What follows belongs to an exercise in optimizing a design on an open flow for small area and a short achievable clock period; a production flow would make more cautious choices.
In this exercise RTL edits were held to simulation tests only and were not proved equivalent to the original.
No run shown here takes its clock network from TritonCTS; it comes from the design's own scripts or RTL.
No driver is modelled on the clock port, so clock power and skew are understated where the tree is cut down; a real chip needs a root buffer or a tree.
Power figures rest on the tool's default switching activity, not on a simulated workload.

==> flow/design.v (outline; a module is shown in full before it is edited, if it fits) <==
// module core_settings_regs: 239 lines
// module stick_deadzone: 39 lines
// module color_correct: 64 lines
// module cc_rb: 582 lines
// module rtc_packer: 30 lines
// module core_top: 67 lines
module core_top #(
  parameter int reset_pulse_cycles = 1048576
) (
  input  logic                          clk_74a,
  input  logic                          pll_core_locked,
  input  logic [core_pkg::bridge_w-1:0] bridge_addr,
  input  logic                          bridge_wr,
  input  logic [core_pkg::bridge_w-1:0] bridge_wr_data,
  input  logic [31:0]                   cont1_joy,
  input  logic [core_pkg::bridge_w-1:0] rtc_date,
  input  logic [core_pkg::bridge_w-1:0] rtc_time,
  input  logic [core_pkg::rgb_w-1:0]    rgb_in,
  input  logic                          de_in,
  input  logic                          vs_in,
  input  logic [core_pkg::chan_w-1:0]   snap_index,
  output logic                          core_reset,
  output logic [core_pkg::chan_w-1:0]   stick_x,
  output logic [core_pkg::chan_w-1:0]   stick_y,
  output logic [23:0]                   video_rgb,
  output logic                          video_de,
  output logic [core_pkg::rtc_w-1:0]    rtc_word
);
  // ...
==> flow/flow/run.sh <==
#!/bin/bash
# The standard layout (standard.sh), with these changes to how it is made:
# - the ports get the smallest buffer (buf_1) instead of the delay buffer
#   buffer_ports picks by itself;
# - after synthesis, polar.py removes inverters between adder cells by
#   flipping full adders (a full adder is self-dual), without touching the
#   registers or changing the logic function;
# - after global placement, the gate that makes core_reset gets its own
#   buffer on pll_core_locked (clone_reset_buf.tcl), apart from the reset tree;
# - after clock tree synthesis, its 17-buffer H-tree is replaced by a root
#   buffer and leaf buffers over equal-size k-means groups of the registers, as many
#   groups (from 8) as keep the estimated clock-pin slew under 95 ps
#   (post_cts.tcl, manual_cts.tcl);
# - timing repair aims for 10.3 ns of setup slack, well beyond the 18 ns
#   constraint, so that it shortens the critical paths.
# - the constant outputs share the tie cells synthesis made, instead of one
#   tie cell per output (SKIP_REPAIR_TIE_FANOUT).
# The constraints (constraint.sdc) and everything else are the standard flow's.
set -eo pipefail
export BUFFER_PORTS_ARGS="-buffer_cell sky130_fd_sc_hd__buf_1"
export SETUP_SLACK_MARGIN=10.3
export SKIP_REPAIR_TIE_FANOUT=1
export CTS_ARGS="-sink_clustering_enable -repair_clock_nets -buf_list sky130_fd_sc_hd__clkbuf_8 -dont_use_dummy_load"
export POST_CTS_TCL=$PWD/flow/post_cts.tcl
export MCTS_LEAVES=8
export MCTS_SLEW_TARGET=0.095
export MCTS_LEAF=sky130_fd_sc_hd__clkbuf_8
export MCTS_ROOT=sky130_fd_sc_hd__clkbuf_8
RES=$PWD/orfs/results/sky130hd/core_top/base
bash standard.sh $RES/1_2_yosys.v 2>&1 | tee standard_0.log
python3 flow/polar.py $RES/1_2_yosys.v $RES/1_2_yosys.v 2>&1 | tee polar.log
bash standard.sh $RES/3_3_place_gp.odb 2>&1 | tee standard_1.log
CLONE_ODB=$RES/3_3_place_gp.odb openroad -no_init -exit flow/clone_reset_buf.tcl 2>&1 | tee clone.log
bash standard.sh 2>&1 | tee standard_2.log
==> flow/flow/clone_reset_buf.tcl <==
# Give the core_reset gate its own input buffer on pll_core_locked, so that
# the combinational pll_core_locked -> core_reset path does not wait on the
# buffer that also drives the registers' reset tree.
set odb_file $::env(CLONE_ODB)
read_db $odb_file
set block [ord::get_db_block]
set db [ord::get_db]
set pnet [$block findNet pll_core_locked]
set inbuf ""
foreach it [$pnet getITerms] {
  if {[$it isInputSignal]} { set inbuf [$it getInst] }
}
if {$inbuf eq ""} { puts "clone: no input buffer found"; exit 0 }
set bnet [[$inbuf findITerm X] getNet]
# core_reset port -> output buffer -> gate
set onet [$block findNet core_reset]
set obuf ""
foreach it [$onet getITerms] { if {[$it isOutputSignal]} { set obuf [$it getInst] } }
set gnet [[$obuf findITerm A] getNet]
proc driver_inst {net} {
  foreach it [$net getITerms] { if {[$it isOutputSignal]} { return [$it getInst] } }
  return ""
}
# search the fan-in cone of core_reset (a few gates deep) for the input pin
# fed by the pll_core_locked input buffer, directly or through buffers
proc on_inbuf {net bnet} {
  for {set k 0} {$k < 4} {incr k} {
    if {[$net getName] eq [$bnet getName]} { return 1 }
    set d [driver_inst $net]
    if {$d eq "" || ![string match "*buf*" [[$d getMaster] getName]]} { return 0 }
    set net [[$d findITerm A] getNet]
  }
  return 0
}
set gpin ""
set frontier [list $gnet]
for {set lvl 0} {$lvl < 4 && $gpin eq ""} {incr lvl} {
  set next {}
  foreach net $frontier {
    set g [driver_inst $net]
    if {$g eq ""} { continue }
    foreach it [$g getITerms] {
      if {![$it isInputSignal] || [$it getNet] eq "NULL"} { continue }
      if {[on_inbuf [$it getNet] $bnet]} { set gpin $it; set gate $g; break }
      lappend next [$it getNet]
    }
    if {$gpin ne ""} { break }
  }
  set frontier $next
}
if {$gpin eq ""} { puts "clone: core_reset gate not on the input buffer net"; exit 0 }
puts "clone: input buffer [$inbuf getName], output buffer [$obuf getName], gate [$gate getName] pin [[$gpin getMTerm] getName]"
set m [$db findMaster sky130_fd_sc_hd__buf_1]
set ni [odb::dbInst_create $block $m "core_reset_pll_buf"]
set nn [odb::dbNet_create $block "core_reset_pll_net"]
[$ni findITerm A] connect $pnet
[$ni findITerm X] connect $nn
$gpin disconnect
$gpin connect $nn
foreach t [$ni getITerms] { set n [$t getMTerm]; if {[$n getSigType] eq "POWER"} { $t connect [$block findNet VDD] } ; if {[$n getSigType] eq "GROUND"} { $t connect [$block findNet VSS] } }
set loc [$gate getLocation]
$ni setLocation [lindex $loc 0] [lindex $loc 1]
$ni setPlacementStatus PLACED
write_db $odb_file
==> flow/flow/manual_cts.tcl <==
# Manual clock tree: the clock port drives one root buffer, which drives one
# leaf buffer per group of registers; the groups are formed by k-means on the
# register positions, with each group limited to an equal share of the
# registers (assignment of the closest register-centre pairs first).
# Used instead of TritonCTS's H-tree, which for this small
# design builds 17 buffers.
proc manual_clock_tree {nleaf leaf_master root_master} {
  set block [ord::get_db_block]
  set db [ord::get_db]
  set clknet [$block findNet clk_74a]
  set sinks {}
  foreach it [$clknet getITerms] {
    if {[$it isInputSignal]} { lappend sinks $it }
  }
  set n [llength $sinks]
  # positions
  set xs {}; set ys {}
  foreach it $sinks {
    set b [[$it getInst] getBBox]
    lappend xs [expr {([$b xMin] + [$b xMax]) / 2.0}]
    lappend ys [expr {([$b yMin] + [$b yMax]) / 2.0}]
  }
  # k-means, initial centres spread along x then y
  set idx [lsort -integer -indices [lmap x $xs {expr {int($x)}}]]
  set cx {}; set cy {}
  for {set k 0} {$k < $nleaf} {incr k} {
    set i [lindex $idx [expr {int(($k + 0.5) * $n / $nleaf)}]]
    lappend cx [lindex $xs $i]; lappend cy [lindex $ys $i]
  }
  set cap [expr {($n + $nleaf - 1) / $nleaf}]
  for {set iter 0} {$iter < 30} {incr iter} {
    # capacity-limited assignment: closest (sink, centre) pairs first
    set pairs {}
    for {set i 0} {$i < $n} {incr i} {
      for {set k 0} {$k < $nleaf} {incr k} {
        lappend pairs [list [expr {abs([lindex $xs $i] - [lindex $cx $k]) + abs([lindex $ys $i] - [lindex $cy $k])}] $i $k]
      }
    }
    set pairs [lsort -real -index 0 $pairs]
    set asg [lrepeat $n -1]
    set cnt [lrepeat $nleaf 0]
    foreach p $pairs {
      lassign $p d i k
      if {[lindex $asg $i] >= 0 || [lindex $cnt $k] >= $cap} { continue }
      lset asg $i $k
      lset cnt $k [expr {[lindex $cnt $k] + 1}]
    }
    set ncx {}; set ncy {}
    for {set k 0} {$k < $nleaf} {incr k} {
      set sx 0; set sy 0; set c 0
      for {set i 0} {$i < $n} {incr i} {
        if {[lindex $asg $i] == $k} { set sx [expr {$sx + [lindex $xs $i]}]; set sy [expr {$sy + [lindex $ys $i]}]; incr c }
      }
      if {$c > 0} { lappend ncx [expr {$sx / $c}]; lappend ncy [expr {$sy / $c}] } else { lappend ncx [lindex $cx $k]; lappend ncy [lindex $cy $k] }
    }
    set cx $ncx; set cy $ncy
  }
  set lm [$db findMaster $leaf_master]
  if {$root_master ne "none"} { set rm [$db findMaster $root_master] }
  set vdd [$block findNet VDD]; set vss [$block findNet VSS]
  proc pg {inst vdd vss} {
    foreach t [$inst getITerms] {
      set s [[$t getMTerm] getSigType]
      if {$s eq "POWER"} { $t connect $vdd }
      if {$s eq "GROUND"} { $t connect $vss }
    }
  }
  # root buffer at the centre of the leaves
  set rx 0; set ry 0
  foreach x $cx y $cy { set rx [expr {$rx + $x}]; set ry [expr {$ry + $y}] }
  set rx [expr {int($rx / $nleaf)}]; set ry [expr {int($ry / $nleaf)}]
  if {$root_master eq "none"} {
    set rnet $clknet
  } else {
    set root [odb::dbInst_create $block $rm "clkroot_buf"]
    set rnet [odb::dbNet_create $block "clkroot_net"]
    $rnet setSigType CLOCK
    [$root findITerm A] connect $clknet
    [$root findITerm X] connect $rnet
    pg $root $vdd $vss
    $root setLocation $rx $ry; $root setPlacementStatus PLACED
  }
  for {set k 0} {$k < $nleaf} {incr k} {
    set lb [odb::dbInst_create $block $lm "clkleaf_buf_$k"]
    set lnet [odb::dbNet_create $block "clkleaf_net_$k"]
    $lnet setSigType CLOCK
    [$lb findITerm A] connect $rnet
    [$lb findITerm X] connect $lnet
    pg $lb $vdd $vss
    $lb setLocation [expr {int([lindex $cx $k])}] [expr {int([lindex $cy $k])}]
    $lb setPlacementStatus PLACED
    for {set i 0} {$i < $n} {incr i} {
      if {[lindex $asg $i] == $k} {
        set it [lindex $sinks $i]
        $it disconnect
        $it connect $lnet
      }
    }
  }
  puts "manual_clock_tree: $n sinks, $nleaf leaves"
}
==> flow/flow/polar.py <==
#!/usr/bin/env python3
"""Inverter cleanup on a mapped sky130 netlist from yosys.

A full adder is self-dual: FA(~a, ~b, ~c) = (~sum, ~cout). Yosys's extract_fa
leaves inverters between adder cells when neighbouring adders were extracted
in opposite polarity. This pass flips full adders where that removes
inverters, and removes inverter pairs. The logic function is unchanged.
usage: polar.py in.v out.v
"""
import re, sys, collections

INV = "sky130_fd_sc_hd__inv_1"
FA_RE = re.compile(r"sky130_fd_sc_hd__fa_\d+$")

def parse(text):
    # split module into header, cell instances, trailer
    m = re.search(r"(module\s.*?;)(.*)(endmodule)", text, re.S)
    head, body, tail = text[:m.end(1)], m.group(2), text[m.start(3):]
    items = []   # list of ("raw", str) or ("cell", typ, name, [(pin, net)])
    pos = 0
    cell_re = re.compile(r"\s*(sky130_fd_sc_hd__\w+)\s+(\S+)\s*\((.*?)\);", re.S)
    for stmt in re.finditer(r"[^;]*;", body, re.S):
        s = stmt.group(0)
        cm = cell_re.fullmatch(s)
        if cm:
            pins = [(p, n.strip()) for p, n in re.findall(r"\.(\w+)\(([^()]*)\)", cm.group(3))]
            items.append(["cell", cm.group(1), cm.group(2), pins])
        else:
            items.append(["raw", s])
        pos = stmt.end()
    rest = body[pos:]
    return head, items, rest, tail

OUTPINS = {"X", "Y", "Q", "Q_N", "SUM", "COUT", "HI", "LO"}

def run(text):
    head, items, rest, tail = parse(text)
    cells = [it for it in items if it[0] == "cell"]
    newwires = []
    cnt = [0]
    def fresh():
        cnt[0] += 1
        w = f"_polar{cnt[0]}_"
        newwires.append(w)
        return w
    def build():
        drv, loads = {}, collections.defaultdict(list)
        for c in cells:
            if c[0] != "cell": continue
            for i, (p, n) in enumerate(c[3]):
                if p in OUTPINS: drv[n] = (c, p)
                else: loads[n].append((c, i))
        return drv, loads
    protected = set()  # nets that are ports: never remove their drivers' identity
    ports = set(re.findall(r"(?:input|output)\s+(?:\[[^\]]*\]\s*)?([^;\s]+)", head + "".join(x[1] for x in items if x[0] == "raw")))
    changed = True
    rounds = 0
    while changed and rounds < 50:
        changed = False; rounds += 1
        drv, loads = build()
        # 1) inverter pairs: inv(inv(x)) -> x for loads that are not ports
        for c in cells:
            if c[0] != "cell" or c[1] != INV: continue
            a = dict(c[3])["A"]; y = dict(c[3])["Y"]
            d = drv.get(a)
            if d and d[0][1] == INV and y not in ports:
                x = dict(d[0][3])["A"]
                for (lc, i) in loads[y]:
                    lc[3][i] = (lc[3][i][0], x)
                c[0] = "dead"; changed = True
        if changed: 
            cells[:] = [c for c in cells if c[0] == "cell"]
            # drop inverters with no loads
            drv, loads = build()
            for c in cells:
                if c[1] == INV and dict(c[3])["Y"] not in ports and not loads[dict(c[3])["Y"]]:
                    c[0] = "dead"
            cells[:] = [c for c in cells if c[0] == "cell"]
            continue
        # 2) flip a full adder when that saves inverters
        best = None
        for c in cells:
            if not FA_RE.match(c[1]): continue
            pins = dict(c[3])
            ins = [pins["A"], pins["B"], pins["CIN"]]
            outs = [pins["SUM"], pins["COUT"]]
            cost = 0
            for n in ins:
                d = drv.get(n)
                if d and d[0][1] == INV and len(loads[n]) == 1 and n not in ports:
                    cost -= 1          # its inverter goes away
                else:
                    cost += 1          # needs a new inverter
            for n in outs:
                ls = loads[n]
                if n in ports or not ls: cost += 1; continue
                if all(lc[1] == INV for lc, _ in ls):
                    cost -= len(ls)    # each load inverter goes away
                    cost += 0
                else:
                    cost += 1          # new inverter on the output
            if cost < 0 and (best is None or cost < best[0]):
                best = (cost, c)
        if best:
            cost, c = best
            pins = dict(c[3])
            newpins = []
            for p, n in c[3]:
                if p in ("A", "B", "CIN"):
                    d = drv.get(n)
                    if d and d[0][1] == INV and len(loads[n]) == 1 and n not in ports:
                        newpins.append((p, dict(d[0][3])["A"])); d[0][0] = "dead"
                    else:
                        w = fresh(); cells.append(["cell", INV, f"_polar_i{cnt[0]}_", [("A", n), ("Y", w)]])
                        newpins.append((p, w))
                elif p in ("SUM", "COUT"):
                    ls = loads[n]
                    w = fresh()
                    if n not in ports and ls and all(lc[1] == INV for lc, _ in ls):
                        # every load is an inverter: they now see the true value
                        for lc, i in ls:
                            y = dict(lc[3])["Y"]
                            for (llc, j) in loads[y]:
                                llc[3][j] = (llc[3][j][0], w)
                            if y in ports:
                                lc[3] = [("A", w), ("Y", y)]; lc[1] = "sky130_fd_sc_hd__buf_1"
                            else:
                                lc[0] = "dead"
                    else:
                        cells.append(["cell", INV, f"_polar_o{cnt[0]}_", [("A", w), ("Y", n)]])
                    newpins.append((p, w))
                else:
                    newpins.append((p, n))
            c[3] = newpins
            cells[:] = [x for x in cells if x[0] == "cell"]
            changed = True
    # re-emit
    out = [head]
    wires = "".join(f"\n  wire {w};" for w in newwires)
    out.append(wires)
    for it in items:
        if it[0] == "raw": out.append(it[1])
    for c in cells:
        pins = ",\n".join(f"    .{p}({n}{' ' if n.startswith(chr(92)) else ''})" for p, n in c[3])
        out.append(f"\n  {c[1]} {c[2]} (\n{pins}\n  );")
    out.append(rest); out.append("\n" + tail)
    return "".join(out)

if __name__ == "__main__":
    text = open(sys.argv[1]).read()
    res = run(text)
    open(sys.argv[2], "w").write(res)
    b = len(re.findall(INV + r"\s", text)); a = len(re.findall(INV + r"\s", res))
    print(f"polar: inverters {b} -> {a}", file=sys.stderr)
==> flow/flow/post_cts.tcl <==
source [file join [file dirname [info script]] manual_cts.tcl]
set block [ord::get_db_block]
set clknet [$block findNet clk_74a]
set sinks {}
foreach inst [$block getInsts] {
  set ck [$inst findITerm CLK]
  if {$ck ne "NULL" && [$ck getNet] ne "NULL"} { lappend sinks $ck }
}
proc remove_tree {block} {
  set removed 0
  foreach inst [$block getInsts] {
    set n [$inst getName]
    if {[string match "clkbuf_*" $n] || [string match "clkload*" $n] || [string match "clkroot_buf" $n] || [string match "clkleaf_buf_*" $n]} {
      odb::dbInst_destroy $inst; incr removed
    }
  }
  foreach net [$block getNets] {
    set n [$net getName]
    if {[string match "clknet_*" $n] || $n eq "clkroot_net" || [string match "clkleaf_net_*" $n]} { odb::dbNet_destroy $net }
  }
  return $removed
}
proc worst_clk_slew {} {
  estimate_parasitics -placement
  set worst 0
  foreach pin [get_pins -of_objects [all_registers] -filter "name==CLK"] {
    set s [get_property $pin slew_max]
    if {$s > $worst} { set worst $s }
  }
  return $worst
}
set target $::env(MCTS_SLEW_TARGET)
for {set nleaf $::env(MCTS_LEAVES)} {$nleaf <= 20} {incr nleaf} {
  set removed [remove_tree $block]
  foreach ck $sinks { if {[$ck getNet] ne "NULL"} { $ck disconnect }; $ck connect $clknet }
  manual_clock_tree $nleaf $::env(MCTS_LEAF) $::env(MCTS_ROOT)
  set w [worst_clk_slew]
  puts "post_cts: $nleaf leaves, removed $removed cells, worst clock-pin slew $w"
  if {$w <= $target} { break }
}
detailed_placement
check_placement -verbose
set w [worst_clk_slew]
puts "post_cts: after legalizing, worst clock-pin slew $w"
==> flow/standard.sh <==
#!/bin/bash
# synth_recipe.tcl (not shown) runs the flow's synth.tcl, then flattens the netlist and writes it again
# the make line also repeats each setting of config.mk as NAME=value (left out here)
make -C /OpenROAD-flow-scripts/flow DESIGN_CONFIG=/design/flow/config.mk WORK_HOME=/design/flow/orfs CLKGATE_MAP_FILE= SYNTH_SCRIPT=/design/flow/synth_recipe.tcl "${@:-finish}"
==> flow/config.mk <==
export PLATFORM = sky130hd
export DESIGN_NAME = core_top
export DESIGN_NICKNAME = core_top
export VERILOG_FILES = /design/flow/design.v
export SDC_FILE = /design/flow/constraint.sdc
export NUM_CORES = 4
export LEC_CHECK = 0
export CAP_MARGIN = 20
export CORE_MARGIN = 2
export CORE_UTILIZATION = 40
export SLEW_MARGIN = 20
export TNS_END_PERCENT = 10
==> flow/constraint.sdc <==
create_clock -name core_clock -period 18.0 [get_ports {clk_74a}]
set_input_delay 3.6000 -clock core_clock [delete_from_list [all_inputs] [get_ports {clk_74a}]]
set_output_delay 3.6000 -clock core_clock [all_outputs]
set_load 0.01 [all_outputs]
==> impl_metrics.csv, run 1 <==
group,metric,value,unit
global_route,grt_pass1_wl,36400,µm
logic_synthesis,syn_nets,1306,
outcome,status,"complete, no violations",
die,die-height,157,µm
worst_hold_path,holdPathEnd,"i_color.snap_even",
setup_path,cp_num_cells,18,
cells_and_area,final_util,44.8,%
sta,fin_crit,7.70,ns
logic_synthesis,synth_warnings,5,
cells_and_area,n_all_inverters,88,
drt,drtIter0Drc,389,
die,rows,55,
logic_synthesis,synthCells,994,
placed_design,dpl.hpwl,17200,µm
power_and_ir_drop,power_frac_seq,41.3,%
setup_path,critPathLaunchType,"input pin",
clock_network,clkLatencyLatePin,0.40,ns
global_route,antenna_found_initial,0,
cells_and_area,antenna_cells,0,
drt,top_layer,"met4",
sta,grt_setup_unrepaired,"yes",
worst_hold_path,holdPathStages,2,
setup_path,required,18.29,ns
power_and_ir_drop,comb-power,0.278,mW
cells_and_area,layout_common_cells,"178 x buf_1, 107 x dfrtp_1, 87 x inv_1",
global_route,grtUsageMet1,24.3,%
global_route,grt_overflow_total,0,
cells_and_area,seq_share,28.1,%
setup_path,crit_end,"i_color.video_rgb[21]",
sta,setup_tns,0,ns
setup_path,cp.arrival,7.98,ns
die,start_util,41.0,%
cells_and_area,postLayoutCellArea,0.0102,mm²
power_and_ir_drop,powerSeq,0.290,mW
setup_path,cp_max_fo,13,
power_and_ir_drop,ir_drop,49.4,µV
setup_path,rr_worst_depth,25,
global_route,grt_start_max_net_pins,73,
worst_hold_path,min_path_type,"reg2reg",
==> inputs of run 2 (changes only) <==
--- a/flow/flow/run.sh
+++ b/flow/flow/run.sh
@@ -18,7 +18,7 @@
 # The constraints (constraint.sdc) and everything else are the standard flow's.
 set -eo pipefail
 export BUFFER_PORTS_ARGS="-buffer_cell sky130_fd_sc_hd__buf_1"
-export SETUP_SLACK_MARGIN=10.3
+export SETUP_SLACK_MARGIN=10.5
 export SKIP_REPAIR_TIE_FANOUT=1
 export CTS_ARGS="-sink_clustering_enable -repair_clock_nets -buf_list sky130_fd_sc_hd__clkbuf_8 -dont_use_dummy_load"
 export POST_CTS_TCL=$PWD/flow/post_cts.tcl
--- a/flow/config.mk
+++ b/flow/config.mk
@@ -9,4 +9,3 @@
 export CORE_MARGIN = 2
 export CORE_UTILIZATION = 40
 export SLEW_MARGIN = 20
-export TNS_END_PERCENT = 10
==> run 2 against run 1 <==
Against the previous run:
- still clean on timing, DRC and antenna
- hold slack got worse by 0.0046 ns
- fmax increased by 1.3%
- cell count increased by 1.3%
- power increased by 3.7%
- critical path depth increased by 1
- combinational power increased by 12%
- synthesized cell count unchanged
- highest routed layer unchanged
- die area unchanged
==> impl_metrics.csv, run 2 <==
group,metric,value,unit
outcome,status,"complete, no violations",
sta,hold_viol,0,
power_and_ir_drop,internal_power,0.467,mW
drt,dr.pass1.iters,5,
power_and_ir_drop,switching_share,36.0,%
logic_synthesis,avgSynthCellArea,9.39,µm²
setup_path,reg2reg_to,"i_color.video_rgb[23]",
die,rows,55,
sta,setup_slack,10.40,ns
setup_path,cp.arrival,7.87,ns
logic_synthesis,synth_warnings,5,
sta,maxSlewViolCount,0,
setup_path,reg2reg_setup_slack,10.59,ns
drt,wl,23200,µm
clock_network,clkLatencyLatePin,0.39,ns
setup_path,rr_worst_depth,26,
sta,fmax,132,MHz
power_and_ir_drop,p_sw,0.262,mW
placed_design,dpl.hpwl,17300,µm
die,start_util,41.0,%
sta,fin_crit_sh,42.2,%
global_route,grt_start_max_net_pins,79,
sta,setup_tns,0,ns
worst_hold_path,holdCritStartpoint,"i_color.video_rgb[15]",
cells_and_area,antenna_cells,0,
drt,num_vias,7343,
sta,holdWs,0.477,ns
power_and_ir_drop,p_leak,4.77,nW
sta,slew_headroom,43.6,%
cells_and_area,area_growth,14.2,%
global_route,grt_pass1_vias,7316,
power_and_ir_drop,power_density,68.4,mW/mm²
logic_synthesis,syn_nets,1306,
drt,ant_nets,0,
drt,drtIter0Drc,355,
clock_network,clock-sinks,114,
setup_path,cp_max_fo,7,
die,die-height,157,µm
worst_hold_path,holdPathStages,2,
cells_and_area,reg_top3,"i_rtc.prev_time: 32 flops, i_color.video_rgb: 24 flops, i_settings.pulse_lfsr: 20 flops",
cells_and_area,finalNetCount,1437,
sta,worst_pin_slew,0.845,ns
global_route,grt_usage,18.5,%
power_and_ir_drop,power_frac_seq,39.9,%
drt,drc,0,
die,die_w,157,µm
drt,wl_per_cell,16.1,µm
setup_path,worstReg2RegStart,"i_settings.strength[1]",
placed_design,dp_slack,9.46,ns
sta,finClkSkew,0.00701,ns
sta,grt_setup_unrepaired,"yes",
drt,vias_per_cell,5.11,
power_and_ir_drop,ir_drop,55.1,µV
cells_and_area,drive_above_1_share,16.7,%
worst_hold_path,min_path_type,"reg2reg",
die,pin_count,304,
logic_synthesis,synth_area,0.00933,mm²
die,die_area,0.0246,mm²
cells_and_area,layout_commonest_cell,"buf_1",
setup_path,required,18.28,ns
sta,fin_crit,7.60,ns
power_and_ir_drop,p_total,0.729,mW
power_and_ir_drop,clockPowerShare,17.5,%
cells_and_area,layout_common_cells,"123 x buf_1, 107 x dfrtp_1, 85 x inv_1",
cells_and_area,regMostFlops,"i_rtc.prev_time",
power_and_ir_drop,p_comb_share,42.6,%
setup_path,critPathLaunchType,"input pin",
global_route,grt_overflow_total,0,
sta,setup_viol,0,
global_route,antenna_found_initial,0,
job,maxCapViolations,0,
placed_design,place.gp.congestion,0.847,
logic_synthesis,synthCells,994,
placed_design,io_buffers,184,
worst_hold_path,holdPathEnd,"i_color.video_rgb[15]",
setup_path,path_class,"in2reg",
clock_network,path_clk_slew,0.08,ns
setup_path,end_kind,"register",
cells_and_area,largest_reg_flops,32,
die,core_area,0.0228,mm²
global_route,grt_pass1_wl,36800,µm
[run 2: power groups by stage]
| stage | clock network [mW] | logic (mW) | registers, mW |
|---|---|---|---|
| after floorplan | 0 | 0.198 | 0.303 |
| after global placement | 0 | 0.271 | 0.295 |
| after global routing | 0.144 | 0.347 | 0.293 |
| after detailed placement | 0 | 0.273 | 0.295 |
| final | 0.128 | 0.310 | 0.290 |
[run 2: layer usage]
metal  wire, µm  GRT usage, %  vias to the layer above
met5          0             0                        -
met1       9690          23.7                     3537
met4        329          3.41                        0
li1           -             -                     3554
met3       1480          3.21                       24
met2      11700          32.9                      228
[run 2: how the worst max path moves through the flow]
stage / cells after the start / start / end
final: 19 / rgb_in[21] / i_color.video_rgb[21]
after global routing: 20 / rgb_in[21] / i_color.video_rgb[21]
after detailed placement: 20 / rgb_in[19] / i_color.video_rgb[21]
after global placement: 21 / rgb_in[19] / i_color.video_rgb[21]
after floorplan: 21 / rgb_in[18] / i_color.video_rgb[21]
[run 2: worst max-delay path, stage by stage]
cell,delay (ns)
buf_12,0.10
or4_4,0.54
a21oi_4,0.18
nor4_4,0.06
or3_4,0.37
buf_4,0.18
o21ai_1,0.13
inv_1,0.07
fa_1,0.47
fa_1,0.54
nand2b_4,0.13
o2111ai_4,0.16
buf_6,0.16
a2111oi_4,0.38
a21oi_4,0.09
a31oi_4,0.31
nor3_4,0.07
nand2b_4,0.14
a22o_1,0.17
[run 2: final cells by class]
class	instances	area [µm²]
multi-input cells	690	5820
inverters	88	335
plain buffers	11	141
well taps	313	392
flip-flops and latches	114	2870
repair buffers	220	1100
fillers	2217	12100
[run 2: per-stage QoR]
stage	cell area [µm²]	std cells	util [%]
2_1_floorplan	9440	994	-
3_3_place_gp	9930	1396	43.6
3_5_place_dp	9930	1397	43.6
5_1_grt	10700	1436	46.8
6_report	10700	1436	46.8
==> inputs of run 3 (changes only) <==
--- a/flow/config.mk
+++ b/flow/config.mk
@@ -9,3 +9,4 @@
 export CORE_MARGIN = 2
 export CORE_UTILIZATION = 40
 export SLEW_MARGIN = 20
+export TNS_END_PERCENT = 0
==> run 3 against run 2 <==
Against the previous run:
- setup slack gained 0.056 ns
- sequential cell count unchanged
- sequential power hardly changed
- synthesized cell count unchanged
==> impl_metrics.csv, run 3 <==
group,metric,value,unit
global_route,grt_usage,18.0,%
setup_path,crit_start,"rtc_time[16]",
setup_path,cp_slowest_cell,"buf_1",
logic_synthesis,synth_area,0.00933,mm²
power_and_ir_drop,p_leak,4.54,nW
global_route,grt_overflow_total,0,
setup_path,required,14.40,ns
global_route,grt_pass1_vias,7171,
setup_path,end_kind,"output pin",
sta,fmax,133,MHz
cells_and_area,largest_reg_flops,32,
cells_and_area,fillers,2218,
clock_network,path_clk_slew,0.08,ns
logic_synthesis,synth_warnings,5,
drt,drtIter0Drc,351,
setup_path,crit_chain,"buf_1, buf_1",
sta,slew_headroom,38.9,%
clock_network,clkLatencyLatePin,0.40,ns
cells_and_area,antenna_cells,0,
drt,num_vias,7148,
die,rows,55,
cells_and_area,drive_above_1_share,9.89,%
sta,setup_tns,0,ns
drt,wl_per_cell,15.6,µm
cells_and_area,layout_commonest_cell,"buf_1",
cells_and_area,finalNetCount,1426,
placed_design,post_dp_cell_area,0.00993,mm²
drt,vias_per_cell,5.02,
cells_and_area,layout_common_cells,"173 x buf_1, 107 x dfrtp_1, 87 x inv_1",
die,start_util,41.0,%
setup_path,critical-path-top-delay-family,"buffers and inverters",
setup_path,cp_common_cell,"buf_1",
drt,drc,0,
cells_and_area,regArea,0.00287,mm²
drt,wl,22200,µm
cells_and_area,reg_top3,"i_rtc.prev_time: 32 flops, i_color.video_rgb: 24 flops, i_settings.pulse_lfsr: 20 flops",
cells_and_area,regMostFlops,"i_rtc.prev_time",
logic_synthesis,avgSynthCellArea,9.39,µm²
setup_path,critical_path.max_stage_delay,0.18,ns
die,pin_count,304,
die,die_w,157,µm
sta,fin_crit_sh,41.9,%
setup_path,path_class,"in2out",
die,die-height,157,µm
worst_hold_path,holdCritStartpoint,"i_rtc.rtc_changed",
setup_path,cp_max_fo,3,
worst_hold_path,min_path_type,"reg2reg",
placed_design,place.gp.congestion,0.826,
drt,ant_nets,0,
sta,maxSlewViolCount,0,
cells_and_area,multi_input_area,0.00571,mm²
global_route,antenna_found_initial,0,
clock_network,clock-sinks,114,
logic_synthesis,synthCells,994,
setup_path,timing.critical_path.buf_inv,2,
setup_path,cp.arrival,3.94,ns
sta,grt_setup_unrepaired,"yes",
cells_and_area,postLayoutCellArea,0.0104,mm²
power_and_ir_drop,power_density,68.5,mW/mm²
sta,hold_viol,0,
global_route,grt_pass1_wl,35800,µm
die,core_area,0.0228,mm²
placed_design,io_buffers,184,
sta,setup_viol,0,
outcome,status,"complete, no violations",
setup_path,critPathLaunchType,"input pin",
sta,worst_pin_slew,0.916,ns
placed_design,dpl.hpwl,17100,µm
job,maxCapViolations,0,
die,die_area,0.0246,mm²
drt,dr.pass1.iters,5,
setup_path,worstReg2RegStart,"i_settings.strength[1]",
sta,fin_crit,7.54,ns
global_route,grt_start_max_net_pins,75,
logic_synthesis,syn_nets,1306,
cells_and_area,area_growth,11.2,%
power_and_ir_drop,ir_drop,52.7,µV
sta,finClkSkew,0.0122,ns
## run 3: layout make-up
cell class                      instances  area share, %
Inverter                               88           3.20
Tap cell                              313           3.78
Buffer                                 12           1.50
Multi-Input combinational cell        690           55.1
Sequential cell                       114           27.6
Timing Repair Buffer                  208           8.83
## run 3: metal layers
| metal | vias to the layer above | wire length (µm) | GRT usage, % |
|---|---|---|---|
| li1 | 3531 | - | - |
| met1 | 3412 | 9760 | 23.7 |
| met2 | 182 | 11000 | 32.1 |
| met3 | 23 | 1090 | 2.13 |
| met4 | 0 | 357 | 3.23 |
| met5 | - | 0 | 0 |
## run 3: where the power goes
part / total [mW] / internal (mW) / switching [mW]
Combinational: 0.285 / 0.121 / 0.164
Clock: 0.136 / 0.0546 / 0.0812
Sequential: 0.290 / 0.279 / 0.0110
Total: 0.711 / 0.455 / 0.256
## run 3: per-stage QoR
step	power, mW	std cells	util, %	hold WS (ns)	setup WS, ns
3_3_place_gp	0.565	1397	43.6	0.464	9.43
3_5_place_dp	0.567	1398	43.6	0.472	9.47
2_1_floorplan	0.500	994	-	0.448	10.31
6_report	0.711	1425	45.5	0.478	10.46
5_1_grt	0.765	1425	45.5	0.496	10.40
## run 3: path summary, 6_finish.rpt
check | to | depth (start not counted) | slack [ns]
max in group asynchronous | i_rtc.prev_time[17] | 2 | 13.44
worst min register to register | i_rtc.rtc_changed | 1 | 0.48
worst max-delay path | rtc_word[16] | 2 | 10.46
worst max register to register | i_color.video_rgb[21] | 26 | 10.76
min in group asynchronous | i_settings.strength[4] | 1 | 3.22
worst min-delay path | i_rtc.rtc_changed | 1 | 0.48
## run 3: worst reg2reg max path, stage by stage (launching register included)
cell and delay (ns):
dfrtp_4 0.48, buf_12 0.13, ha_1 0.14, a211oi_1 0.07, fa_2 0.41, fa_2 0.38
fa_2 0.60, inv_1 0.08, fa_1 0.44, fa_1 0.44, fa_2 0.39, fa_2 0.38
xnor2_1 0.15, xnor2_1 0.14, and2_1 0.18, ha_1 0.29, fa_1 0.51, inv_1 0.06
fa_1 0.46, ha_1 0.33, o21a_1 0.23, o21a_1 0.20, o21ai_2 0.16, a31oi_4 0.07
o21ai_2 0.22, nand2b_4 0.07, a22o_1 0.17
==> inputs of run 4 (changes only) <==
--- a/flow/flow/run.sh
+++ b/flow/flow/run.sh
@@ -18,7 +18,7 @@
 # The constraints (constraint.sdc) and everything else are the standard flow's.
 set -eo pipefail
 export BUFFER_PORTS_ARGS="-buffer_cell sky130_fd_sc_hd__buf_1"
-export SETUP_SLACK_MARGIN=10.5
+export SETUP_SLACK_MARGIN=10.6
 export SKIP_REPAIR_TIE_FANOUT=1
 export CTS_ARGS="-sink_clustering_enable -repair_clock_nets -buf_list sky130_fd_sc_hd__clkbuf_8 -dont_use_dummy_load"
 export POST_CTS_TCL=$PWD/flow/post_cts.tcl
==> run 4 against run 3 <==
Against the previous run:
- still clean on timing, DRC and antenna
- die area did not move
- fmax is 0.22% higher
- sequential cell count did not move
- setup slack better by 0.017 ns
- hold slack about the same
- register-to-register slack got worse by 0.10 ns
- clock power hardly changed
- global-route usage grew 0.065 points
- combinational power about the same
- cell count down 0.14%
- final area shrank 0.14%
- core utilization fell by 0.066 points
- critical path type is now in2reg
- largest cell class unchanged
- highest routed layer unchanged
==> impl_metrics.csv, run 4 <==
group,metric,value,unit
drt,wl_per_cell,15.6,µm
setup_path,timing.critical_path.buf_inv,2,
setup_path,cp.arrival,7.81,ns
global_route,grt_pass1_wl,35900,µm
global_route,antenna_found_initial,0,
clock_network,clkLatencyLatePin,0.40,ns
setup_path,reg2reg_to,"i_color.video_rgb[21]",
logic_synthesis,synth_warnings,5,
drt,drc,0,
placed_design,io_buffers,184,
cells_and_area,area_growth,11.0,%
clock_network,clock-sinks,114,
cells_and_area,layout_common_cells,"160 x buf_1, 107 x dfrtp_1, 87 x inv_1",
cells_and_area,finalNetCount,1424,
setup_path,crit_chain,"buf_6, or4_4, a21oi_2, nor4_2, or3_4, and2_4, nand2_1, o21ai_2, fa_2, inv_1, fa_2, nand2b_4, o2111ai_4, a2111oi_4, a21oi_4, a31oi_4, nor3_2, nand2b_4, a22o_1",
sta,slew_headroom,38.8,%
setup_path,worstReg2RegStart,"i_settings.strength[1]",
job,maxCapViolations,0,
cells_and_area,largest_reg_flops,32,
power_and_ir_drop,ir_drop,52.7,µV
worst_hold_path,holdPathEnd,"i_rtc.rtc_changed",
cells_and_area,fin_cells,1423,
drt,dr.pass1.iters,4,
die,start_util,41.0,%
worst_hold_path,holdPathStages,1,
setup_path,critical_path.max_stage_delay,0.54,ns
power_and_ir_drop,power_density,68.7,mW/mm²
logic_synthesis,synth_area,0.00933,mm²
power_and_ir_drop,p_leak,4.57,nW
sta,hold_viol,0,
setup_path,rr_worst_depth,25,
cells_and_area,drive_above_1_share,10.6,%
cells_and_area,antenna_cells,0,
cells_and_area,regMostFlops,"i_rtc.prev_time",
global_route,grt_start_max_net_pins,75,
setup_path,reg2reg_setup_slack,10.66,ns
setup_path,required,18.29,ns
global_route,grt_pass1_vias,7193,
sta,fin_crit_sh,41.8,%
setup_path,cp_slowest_cell,"fa_2",
setup_path,end_kind,"register",
die,pin_count,304,
drt,ant_nets,0,
global_route,grt_usage,18.1,%
drt,drtIter0Drc,383,
worst_hold_path,holdCritStartpoint,"i_rtc.rtc_changed",
global_route,grt_overflow_total,0,
sta,setup_viol,0,
sta,fmax,133,MHz
setup_path,critical-path-top-delay-family,"simple AND/OR/NAND/NOR gates",
outcome,status,"complete, no violations",
setup_path,path_class,"in2reg",
drt,wl,22200,µm
logic_synthesis,synthCells,994,
sta,setup_tns,0,ns
placed_design,place_inst,1398,
logic_synthesis,syn_nets,1306,
cells_and_area,reg_top3,"i_rtc.prev_time: 32 flops, i_color.video_rgb: 24 flops, i_settings.pulse_lfsr: 20 flops",
sta,fin_crit,7.52,ns
die,core_area,0.0228,mm²
sta,worst_pin_slew,0.918,ns
drt,num_vias,7164,
cells_and_area,layout_commonest_cell,"buf_1",
setup_path,critPathLaunchType,"input pin",
die,rows,55,
drt,vias_per_cell,5.03,
setup_path,cp_max_fo,13,
logic_synthesis,avgSynthCellArea,9.39,µm²
die,die-height,157,µm
die,die_area,0.0246,mm²
setup_path,crit_start,"rgb_in[21]",
die,die_w,157,µm
placed_design,place.gp.congestion,0.826,
sta,finClkSkew,0.0122,ns
sta,holdWs,0.478,ns
placed_design,dpl.hpwl,17100,µm
setup_path,cp_num_cells,19,
clock_network,path_clk_slew,0.08,ns
worst_hold_path,min_path_type,"reg2reg",
sta,maxSlewViolCount,0,
sta,grt_setup_unrepaired,"yes",
[run 4: metal layers]
layer / vias up / routed length, µm / track usage [%]
li1: 3528 / - / -
met1: 3432 / 9770 / 23.7
met2: 181 / 11000 / 32.2
met3: 23 / 1050 / 2.13
met4: 0 / 356 / 3.23
met5: - / 0 / 0
[run 4: final cells by class]
type | instances | area, µm²
fill | 2220 | 12400
multi-input combinational | 690 | 5700
sequential | 114 | 2870
timing repair buffer | 206 | 917
tap | 313 | 392
inverter | 88 | 332
buffer | 12 | 155
[run 4: worst max-delay path by stage]
stage                                        to  slack, ns
after floorplan           i_color.video_rgb[21]      10.31
after global placement    i_color.video_rgb[21]       9.43
after detailed placement  i_color.video_rgb[21]       9.47
after global routing      i_color.video_rgb[21]      10.35
final                     i_color.video_rgb[21]      10.48
[run 4: per-stage QoR]
step	worst slack [ns]	utilization, %	power [mW]	instance area [µm²]
6_report	10.48	45.5	0.712	10400
5_1_grt	10.35	45.5	0.765	10400
3_5_place_dp	9.47	43.6	0.567	9930
3_3_place_gp	9.43	43.6	0.565	9930
2_1_floorplan	10.31	-	0.500	9430
[run 4: worst register-to-register path: cells and delay by family (launching register included)]
kind            cells  cell delay (ns)
compound gates      7             1.17
xor+xnor            2             0.29
fa+ha+maj          12             4.93
buf+inv             2             0.15
flops               1             0.47
simple gates        2             0.25
[run 4: power breakdown]
part           leakage, nW  internal, mW  total [mW]  switching [mW]
Combinational         3.10         0.122       0.286           0.164
Clock               0.0791        0.0546       0.136          0.0811
Sequential            1.39         0.279       0.290          0.0110
==> inputs of run 5 (changes only) <==
--- a/flow/flow/run.sh
+++ b/flow/flow/run.sh
@@ -18,7 +18,7 @@
 # The constraints (constraint.sdc) and everything else are the standard flow's.
 set -eo pipefail
 export BUFFER_PORTS_ARGS="-buffer_cell sky130_fd_sc_hd__buf_1"
-export SETUP_SLACK_MARGIN=10.6
+export SETUP_SLACK_MARGIN=10.8
 export SKIP_REPAIR_TIE_FANOUT=1
 export CTS_ARGS="-sink_clustering_enable -repair_clock_nets -buf_list sky130_fd_sc_hd__clkbuf_8 -dont_use_dummy_load"
 export POST_CTS_TCL=$PWD/flow/post_cts.tcl
==> run 5 against run 4 <==
Against the previous run:
- first-iteration DRC count decreased by 7.8%
- sequential share of layout area decreased by 0.093 points
- clock skew increased by 0.00051 ns
- setup slack about the same
- fmax about the same
- via count increased by 0.31%
- clock power about the same
- sequential power about the same
- core utilization increased by 0.15 points
- combinational power about the same
==> impl_metrics.csv, run 5 <==
group,metric,value,unit
outcome,status,"complete, no violations",
cells_and_area,fillers,2227,
die,die-height,157,µm
global_route,grt_start_max_net_pins,75,
setup_path,cp.arrival,7.81,ns
die,start_util,41.0,%
global_route,grt_pass1_vias,7196,
sta,slew_headroom,38.5,%
setup_path,cp_slowest_cell,"fa_2",
die,die_w,157,µm
die,pin_count,304,
power_and_ir_drop,power_density,68.6,mW/mm²
die,rows,55,
setup_path,cp_max_fo,13,
placed_design,place.gp.congestion,0.826,
drt,wl,22200,µm
global_route,antenna_found_initial,0,
cells_and_area,regArea,0.00287,mm²
logic_synthesis,synth_area,0.00933,mm²
setup_path,path_class,"in2reg",
sta,fin_crit,7.52,ns
setup_path,end_kind,"register",
sta,worst_pin_slew,0.922,ns
drt,dr.pass1.iters,5,
cells_and_area,drive_above_1_share,13.1,%
clock_network,clock-sinks,114,
cells_and_area,layout_common_cells,"134 x buf_1, 107 x dfrtp_1, 87 x inv_1",
setup_path,critPathLaunchType,"input pin",
sta,fin_crit_sh,41.8,%
cells_and_area,multi_input_area,0.00570,mm²
cells_and_area,largest_reg_flops,32,
sta,hold_viol,0,
placed_design,io_buffers,184,
job,maxCapViolations,0,
cells_and_area,area_growth,11.4,%
clock_network,path_clk_slew,0.08,ns
drt,wl_per_cell,15.6,µm
setup_path,reg2reg_setup_slack,10.66,ns
placed_design,post_dp_cell_area,0.00993,mm²
logic_synthesis,synthCells,994,
drt,vias_per_cell,5.05,
setup_path,worstReg2RegStart,"i_settings.strength[1]",
worst_hold_path,holdPathStages,1,
worst_hold_path,min_path_type,"reg2reg",
logic_synthesis,syn_nets,1306,
setup_path,critical_path.max_stage_delay,0.54,ns
drt,drtIter0Drc,353,
global_route,grt_usage,18.0,%
power_and_ir_drop,p_total,0.714,mW
placed_design,dpl.hpwl,17100,µm
sta,setup_viol,0,
worst_hold_path,holdPathEnd,"i_rtc.rtc_changed",
setup_path,rr_worst_depth,25,
sta,fmax,133,MHz
sta,setup_tns,0,ns
die,die_area,0.0246,mm²
power_and_ir_drop,ir_drop,52.5,µV
sta,finClkSkew,0.0127,ns
global_route,grt_overflow_total,0,
die,core_area,0.0228,mm²
cells_and_area,antenna_cells,0,
sta,maxSlewViolCount,0,
global_route,grt_pass1_wl,35900,µm
cells_and_area,reg_top3,"i_rtc.prev_time: 32 flops, i_color.video_rgb: 24 flops, i_settings.pulse_lfsr: 20 flops",
setup_path,reg2reg_to,"i_color.video_rgb[21]",
clock_network,clkLatencyLatePin,0.40,ns
cells_and_area,regMostFlops,"i_rtc.prev_time",
drt,drc,0,
drt,ant_nets,0,
cells_and_area,postLayoutCellArea,0.0104,mm²
cells_and_area,layout_commonest_cell,"buf_1",
setup_path,crit_chain,"buf_6, or4_4, a21oi_2, nor4_2, or3_4, and2_4, nand2_1, o21ai_2, fa_2, inv_1, fa_2, nand2b_4, o2111ai_4, a2111oi_4, a21oi_4, a31oi_4, nor3_2, nand2b_4, a22o_1",
setup_path,required,18.29,ns
power_and_ir_drop,p_leak,4.65,nW
drt,num_vias,7186,
logic_synthesis,avgSynthCellArea,9.39,µm²
sta,grt_setup_unrepaired,"yes",
cells_and_area,finalNetCount,1424,
logic_synthesis,synth_warnings,5,
worst_hold_path,holdCritStartpoint,"i_rtc.rtc_changed",
run 5: area by class of cell:
cell class / count / area share [%]
inverter: 88 / 3.19
timing repair buffer: 206 / 9.14
sequential: 114 / 27.6
tap: 313 / 3.77
buffer: 12 / 1.49
multi-input combinational: 690 / 54.8
run 5: how the worst max path moves through the flow:
stage,from,endpoint,slack [ns]
2_1_floorplan,rgb_in[18],i_color.video_rgb[21],10.31
3_5_place_dp,rgb_in[19],i_color.video_rgb[21],9.47
5_1_grt,rgb_in[21],i_color.video_rgb[21],10.35
6_report,rgb_in[21],i_color.video_rgb[21],10.48
3_3_place_gp,rgb_in[19],i_color.video_rgb[21],9.43
run 5: power by group:
part	internal, mW	total (mW)	leakage [nW]	switching, mW
clock	0.0546	0.136	0.0791	0.0814
combinational	0.123	0.287	3.17	0.165
sequential	0.279	0.290	1.39	0.0110
run 5: per-stage QoR:
step	util (%)	std cells	hold WS (ns)	setup WS [ns]
after floorplan	-	994	0.448	10.31
after global placement	43.6	1397	0.464	9.43
after detailed placement	43.6	1398	0.472	9.47
after global routing	45.6	1423	0.496	10.35
final	45.6	1423	0.477	10.48
run 5: worst max-delay path, delay by kind of cell:
family,cells,cell delay [ns]
compound gates,7,1.37
fa+ha+maj,2,1.06
buf+inv,2,0.19
simple gates,8,1.58
run 5: per-layer routing:
metal | routed length [µm] | up-vias | global-route usage, %
met2 | 11100 | 188 | 32.3
li1 | - | 3535 | -
met5 | 0 | - | 0
met4 | 346 | 0 | 3.23
met1 | 9650 | 3442 | 23.7
met3 | 1120 | 21 | 2.13
==> inputs of run 6 (changes only) <==
--- a/flow/flow/run.sh
+++ b/flow/flow/run.sh
@@ -18,7 +18,7 @@
 # The constraints (constraint.sdc) and everything else are the standard flow's.
 set -eo pipefail
 export BUFFER_PORTS_ARGS="-buffer_cell sky130_fd_sc_hd__buf_1"
-export SETUP_SLACK_MARGIN=10.8
+export SETUP_SLACK_MARGIN=10.3
 export SKIP_REPAIR_TIE_FANOUT=1
 export CTS_ARGS="-sink_clustering_enable -repair_clock_nets -buf_list sky130_fd_sc_hd__clkbuf_8 -dont_use_dummy_load"
 export POST_CTS_TCL=$PWD/flow/post_cts.tcl
--- a/flow/config.mk
+++ b/flow/config.mk
@@ -9,4 +9,3 @@
 export CORE_MARGIN = 2
 export CORE_UTILIZATION = 40
 export SLEW_MARGIN = 20
-export TNS_END_PERCENT = 0
==> run 6 against run 5 <==
Against the previous run:
- still clean on timing, DRC and antenna
- register-to-register slack worse by 0.03 ns
- critical endpoint unchanged
- fmax fell by 0.81%
- wire length up 0.51%
- power is 0.42% lower
- largest power group unchanged
- clock skew down 0.0041 ns
- synthesized area stayed put
- hold slack improved by 0.0041 ns
- clock power barely moved
- via count shrank 0.82%
==> impl_metrics.csv, run 6 <==
group,metric,value,unit
outcome,status,"complete, no violations",
sta,slew_headroom,33.6,%
logic_synthesis,avgSynthCellArea,9.39,µm²
power_and_ir_drop,internal_power,0.454,mW
setup_path,crit_start,"rgb_in[19]",
die,start_util,41.0,%
drt,top_layer,"met4",
power_and_ir_drop,p_comb_share,40.3,%
global_route,antenna_found_initial,0,
power_and_ir_drop,power_density,69.0,mW/mm²
setup_path,rr_worst_depth,25,
power_and_ir_drop,switching_share,36.1,%
setup_path,cp.arrival,7.87,ns
placed_design,place_inst,1399,
sta,grt_setup_unrepaired,"no",
power_and_ir_drop,clockPowerShare,18.9,%
setup_path,cp_max_fo,14,
cells_and_area,drive_above_1_share,8.84,%
logic_synthesis,synthCells,994,
logic_synthesis,syn_nets,1306,
sta,finClkSkew,0.00859,ns
die,die_w,157,µm
cells_and_area,layout_commonest_cell,"buf_1",
logic_synthesis,synth_warnings,5,
cells_and_area,largest_reg_flops,32,
placed_design,io_buffers,184,
clock_network,clock-sinks,114,
worst_hold_path,min_path_type,"reg2reg",
die,pin_count,304,
placed_design,dpl.hpwl,17200,µm
global_route,grt_start_max_net_pins,73,
power_and_ir_drop,ir_drop,49.4,µV
sta,setup_viol,0,
drt,met3_length,930,µm
clock_network,path_clk_slew,0.08,ns
cells_and_area,finalNetCount,1422,
setup_path,cp_slowest_cell,"or4_4",
sta,maxSlewViolCount,0,
setup_path,path_class,"in2reg",
die,rows,55,
drt,wl_per_cell,15.7,µm
power_and_ir_drop,p_sw,0.257,mW
sta,fin_crit,7.58,ns
setup_path,crit_chain,"buf_2, or4_4, a21oi_4, nor4_2, or3_4, and2_4, nand2_1, o21ai_0, fa_1, fa_1, nor2b_2, o2111ai_4, a2111oi_4, a21oi_4, a31oi_4, nor3_2, nand2b_1, a22o_1",
drt,dr.pass1.iters,5,
setup_path,worstReg2RegStart,"i_settings.strength[1]",
global_route,grt_overflow_total,0,
setup_path,reg2reg_to,"i_color.video_rgb[23]",
sta,fmax,132,MHz
drt,ant_nets,0,
setup_path,critical_path.max_stage_delay,0.55,ns
die,core_area,0.0228,mm²
setup_path,end_kind,"register",
cells_and_area,layout_common_cells,"174 x buf_1, 107 x dfrtp_1, 87 x inv_1",
power_and_ir_drop,p_leak,4.51,nW
cells_and_area,fin_cells,1421,
sta,fin_crit_sh,42.1,%
drt,wl,22300,µm
cells_and_area,area_growth,10.3,%
drt,drtIter0Drc,406,
drt,num_vias,7127,
power_and_ir_drop,power_frac_seq,40.8,%
die,die_area,0.0246,mm²
drt,drc,0,
setup_path,required,18.29,ns
cells_and_area,regMostFlops,"i_rtc.prev_time",
cells_and_area,antenna_cells,0,
drt,route.met2.wl,11000,µm
sta,setup_tns,0,ns
logic_synthesis,synth_area,0.00933,mm²
clock_network,clkLatencyLatePin,0.40,ns
drt,wl_met1,10000,µm
job,maxCapViolations,0,
setup_path,reg2reg_setup_slack,10.63,ns
sta,holdWs,0.482,ns
placed_design,place.gp.congestion,0.845,
drt,vias_per_cell,5.02,
setup_path,critPathLaunchType,"input pin",
cells_and_area,reg_top3,"i_rtc.prev_time: 32 flops, i_color.video_rgb: 24 flops, i_settings.pulse_lfsr: 20 flops",
global_route,grt_pass1_wl,36400,µm
global_route,grt_pass1_vias,7253,
setup_path,crit_end,"i_color.video_rgb[21]",
die,die-height,157,µm
cells_and_area,final_util,45.2,%
sta,hold_viol,0,
global_route,grt_usage,18.3,%
sta,worst_pin_slew,0.996,ns
[run 6: cell count changes in the layout (fill, tap and decap cells not counted), sizes merged]
cell      previous run  this run
buf                202       196
clkbuf              16        20
clkinv               1         0
clkinvlp             0         1
[run 6: how the worst min path moves through the flow]
stage                               from                   endpoint  slack (ns)  cells after the start
6_report               i_color.snap_even          i_color.snap_even        0.48                      2
5_1_grt        i_settings.pulse_lfsr[17]  i_settings.pulse_lfsr[18]        0.51                      1
3_5_place_dp           i_rtc.rtc_changed          i_rtc.rtc_changed        0.47                      1
3_3_place_gp   i_settings.pulse_lfsr[17]  i_settings.pulse_lfsr[18]        0.46                      1
2_1_floorplan          i_rtc.rtc_changed          i_rtc.rtc_changed        0.45                      1
[run 6: power by group through the flow]
stage               combinational [mW]  clock (mW)  sequential, mW
finish                           0.286       0.134           0.290
global route                     0.320       0.152           0.293
detailed placement               0.275           0           0.295
global placement                 0.272           0           0.295
floorplan                        0.197           0           0.303
[run 6: per-layer routing]
metal,vias to the layer above,GRT usage (%)
met1,3409,24.3
met3,24,2.30
met5,-,0
met2,170,31.9
met4,0,3.89
li1,3524,-
[run 6: cell type report]
cell class                      instances  area, µm²
Inverter                               88        334
Timing Repair Buffer                  204        860
Sequential cell                       114       2870
Fill cell                            2271      12500
Tap cell                              313        392
Buffer                                 12        155
Multi-Input combinational cell        690       5690
[run 6: critical path, delay by kind of cell]
family,cells,cell delay (ns)
simple gates,8,1.70
compound gates,7,1.44
fa+ha+maj,2,0.96
buf+inv,1,0.19
[run 6: stage by stage]
step / cell area (µm²) / worst slack (ns) / total power [mW]
3_3_place_gp: 9940 / 9.40 / 0.567
6_report: 10300 / 10.42 / 0.711
2_1_floorplan: 9430 / 10.31 / 0.500
3_5_place_dp: 9940 / 9.42 / 0.569
5_1_grt: 10300 / 10.29 / 0.764
==> inputs of run 7 (changes only) <==
--- a/flow/flow/run.sh
+++ b/flow/flow/run.sh
@@ -11,14 +11,12 @@
 #   buffer and leaf buffers over equal-size k-means groups of the registers, as many
 #   groups (from 8) as keep the estimated clock-pin slew under 95 ps
 #   (post_cts.tcl, manual_cts.tcl);
-# - timing repair aims for 10.3 ns of setup slack, well beyond the 18 ns
-#   constraint, so that it shortens the critical paths.
 # - the constant outputs share the tie cells synthesis made, instead of one
 #   tie cell per output (SKIP_REPAIR_TIE_FANOUT).
 # The constraints (constraint.sdc) and everything else are the standard flow's.
 set -eo pipefail
 export BUFFER_PORTS_ARGS="-buffer_cell sky130_fd_sc_hd__buf_1"
-export SETUP_SLACK_MARGIN=10.3
+export SETUP_SLACK_MARGIN=10.5
 export SKIP_REPAIR_TIE_FANOUT=1
 export CTS_ARGS="-sink_clustering_enable -repair_clock_nets -buf_list sky130_fd_sc_hd__clkbuf_8 -dont_use_dummy_load"
 export POST_CTS_TCL=$PWD/flow/post_cts.tcl
--- a/flow/config.mk
+++ b/flow/config.mk
@@ -9,3 +9,4 @@
 export CORE_MARGIN = 2
 export CORE_UTILIZATION = 40
 export SLEW_MARGIN = 20
+export TNS_END_PERCENT = 0
==> run 7 against run 6 <==
Against the previous run:
- combinational power hardly changed
- clock power hardly changed
- synthesized cell count stayed put
- setup slack better by 0.044 ns
- core utilization is 0.36 points higher
- cell count is 0.28% higher
- sequential power hardly changed
- power hardly changed
- global-route usage is 0.26 points lower
- final area is 0.79% higher
- first-iteration DRC count is 14% lower
- highest routed layer unchanged
==> impl_metrics.csv, run 7 <==
group,metric,value,unit
sta,finClkSkew,0.0122,ns
global_route,antenna_found_initial,0,
drt,num_vias,7148,
sta,fmax,133,MHz
cells_and_area,reg_top3,"i_rtc.prev_time: 32 flops, i_color.video_rgb: 24 flops, i_settings.pulse_lfsr: 20 flops",
die,pin_count,304,
sta,setup_viol,0,
clock_network,clkLatencyLatePin,0.40,ns
global_route,grt_pass1_vias,7171,
drt,wl_per_cell,15.6,µm
cells_and_area,multi_input_area,0.00571,mm²
sta,fin_crit_sh,41.9,%
die,die_w,157,µm
setup_path,critPathLaunchType,"input pin",
logic_synthesis,avgSynthCellArea,9.39,µm²
setup_path,crit_chain,"buf_1, buf_1",
cells_and_area,area_growth,11.2,%
cells_and_area,regArea,0.00287,mm²
job,maxCapViolations,0,
setup_path,end_kind,"output pin",
setup_path,cp.arrival,3.94,ns
drt,ant_nets,0,
setup_path,cp_max_fo,3,
sta,worst_pin_slew,0.916,ns
setup_path,crit_start,"rtc_time[16]",
power_and_ir_drop,ir_drop,52.7,µV
power_and_ir_drop,p_comb_share,40.1,%
global_route,grt_overflow_total,0,
drt,dr.pass1.iters,5,
clock_network,clock-sinks,114,
setup_path,timing.critical_path.buf_inv,2,
setup_path,worstReg2RegStart,"i_settings.strength[1]",
outcome,status,"complete, no violations",
die,start_util,41.0,%
cells_and_area,layout_commonest_cell,"buf_1",
placed_design,dpl.hpwl,17100,µm
power_and_ir_drop,power_frac_seq,40.8,%
power_and_ir_drop,p_sw,0.256,mW
power_and_ir_drop,switching_share,36.0,%
sta,fin_crit,7.54,ns
sta,slew_headroom,38.9,%
setup_path,critical-path-top-delay-family,"buffers and inverters",
setup_path,reg2reg_setup_slack,10.76,ns
drt,vias_per_cell,5.02,
setup_path,rr_worst_depth,26,
cells_and_area,largest_reg_flops,32,
setup_path,cp_common_cell,"buf_1",
cells_and_area,finalNetCount,1426,
sta,grt_setup_unrepaired,"yes",
drt,wl,22200,µm
setup_path,cp_slowest_cell,"buf_1",
die,die_area,0.0246,mm²
logic_synthesis,syn_nets,1306,
power_and_ir_drop,power_density,68.5,mW/mm²
clock_network,path_clk_slew,0.08,ns
cells_and_area,fillers,2218,
global_route,grt_usage,18.0,%
cells_and_area,drive_above_1_share,9.89,%
power_and_ir_drop,p_leak,4.54,nW
drt,drc,0,
die,rows,55,
global_route,grt_pass1_wl,35800,µm
sta,maxSlewViolCount,0,
power_and_ir_drop,internal_power,0.455,mW
cells_and_area,layout_common_cells,"173 x buf_1, 107 x dfrtp_1, 87 x inv_1",
worst_hold_path,holdPathStages,1,
logic_synthesis,synth_area,0.00933,mm²
setup_path,required,14.40,ns
die,core_area,0.0228,mm²
cells_and_area,antenna_cells,0,
setup_path,path_class,"in2out",
sta,hold_viol,0,
placed_design,io_buffers,184,
setup_path,critical_path.max_stage_delay,0.18,ns
global_route,grt_start_max_net_pins,75,
worst_hold_path,min_path_type,"reg2reg",
die,die-height,157,µm
placed_design,place.gp.congestion,0.826,
setup_path,cp_num_cells,2,
cells_and_area,regMostFlops,"i_rtc.prev_time",
placed_design,place_inst,1398,
drt,drtIter0Drc,351,
setup_path,reg2reg_to,"i_color.video_rgb[21]",
sta,setup_tns,0,ns
logic_synthesis,synth_warnings,5,
setup_path,crit_end,"rtc_word[16]",
cells_and_area,fin_cells,1425,
power_and_ir_drop,clockPowerShare,19.1,%
logic_synthesis,synthCells,994,
-- run 7: worst min path at each step --
stage | from | end | slack [ns]
floorplan | i_rtc.rtc_changed | i_rtc.rtc_changed | 0.45
global placement | i_settings.pulse_lfsr[17] | i_settings.pulse_lfsr[18] | 0.46
detailed placement | i_rtc.rtc_changed | i_rtc.rtc_changed | 0.47
global route | i_rtc.rtc_changed | i_rtc.rtc_changed | 0.50
finish | i_rtc.rtc_changed | i_rtc.rtc_changed | 0.48
-- run 7: power groups by stage --
stage | clock [mW] | sequential [mW] | combinational [mW]
2_1_floorplan | 0 | 0.303 | 0.197
3_3_place_gp | 0 | 0.295 | 0.270
3_5_place_dp | 0 | 0.295 | 0.272
5_1_grt | 0.152 | 0.293 | 0.320
6_report | 0.136 | 0.290 | 0.285
-- run 7: layer usage --
metal,global-route usage [%],vias to the layer above,wire length [µm]
met5,0,-,0
met4,3.23,0,357
met3,2.13,23,1090
met2,32.1,182,11000
met1,23.7,3412,9760
li1,-,3531,-
-- run 7: metrics by stage --
| step | utilization (%) | cell area (µm²) | power, mW | hold slack (ns) | setup slack, ns |
|---|---|---|---|---|---|
| 5_1_grt | 45.5 | 10400 | 0.765 | 0.496 | 10.40 |
| 3_5_place_dp | 43.6 | 9930 | 0.567 | 0.472 | 9.47 |
| 3_3_place_gp | 43.6 | 9930 | 0.565 | 0.464 | 9.43 |
| 2_1_floorplan | - | 9430 | 0.500 | 0.448 | 10.31 |
| 6_report | 45.5 | 10400 | 0.711 | 0.478 | 10.46 |
-- run 7: cell type report --
cell class,instances,area share (%)
well taps,313,3.78
flip-flops and latches,114,27.6
multi-input cells,690,55.1
plain buffers,12,1.50
inverters,88,3.20
repair buffers,208,8.83

afterwards: timing with drivers on the ports:
The results above use ideal ports. As a check the final layouts listed here were re-extracted and re-timed, cells and wires unchanged.
Step 1 (the two cells are an assumption about what drives the block):
set clk [get_ports {clk_74a}]
set_driving_cell -lib_cell sky130_fd_sc_hd__clkbuf_16 $clk
set_driving_cell -lib_cell sky130_fd_sc_hd__buf_2 [delete_from_list [all_inputs] $clk]
Step 2 times the ports against the registers' clock, not the clock port: input delays grow and output delays shrink by t, the midpoint of the rising clock arrivals with the driver on.
Slacks: ideal ports / drivers / drivers and shift; pairs: ideal ports / drivers.
| run | t (ns) | setup slack, ns | worst data-port slew with drivers (ns) |
|---|---|---|---|
| run 1 | 0.426 | 10.303 / 10.312 / 9.886 | 0.08 |
| run 2 | 0.415 | 10.404 / 10.389 / 9.973 | 0.10 |
| run 3 | 0.424 | 10.460 / 10.425 / 10.105 | 0.10 |
| run 4 | 0.424 | 10.477 / 10.425 / 10.050 | 0.10 |
| run 5 | 0.424 | 10.477 / 10.420 / 10.050 | 0.10 |
| run 6 | 0.426 | 10.416 / 10.424 / 9.998 | 0.08 |
| run 7 | 0.424 | 10.460 / 10.425 / 10.105 | 0.10 |
After both steps setup and hold are still met in every run listed. For run 2, which loses most, drivers alone change the setup slack by -0.015 ns; drivers and shift together by -0.431 ns.
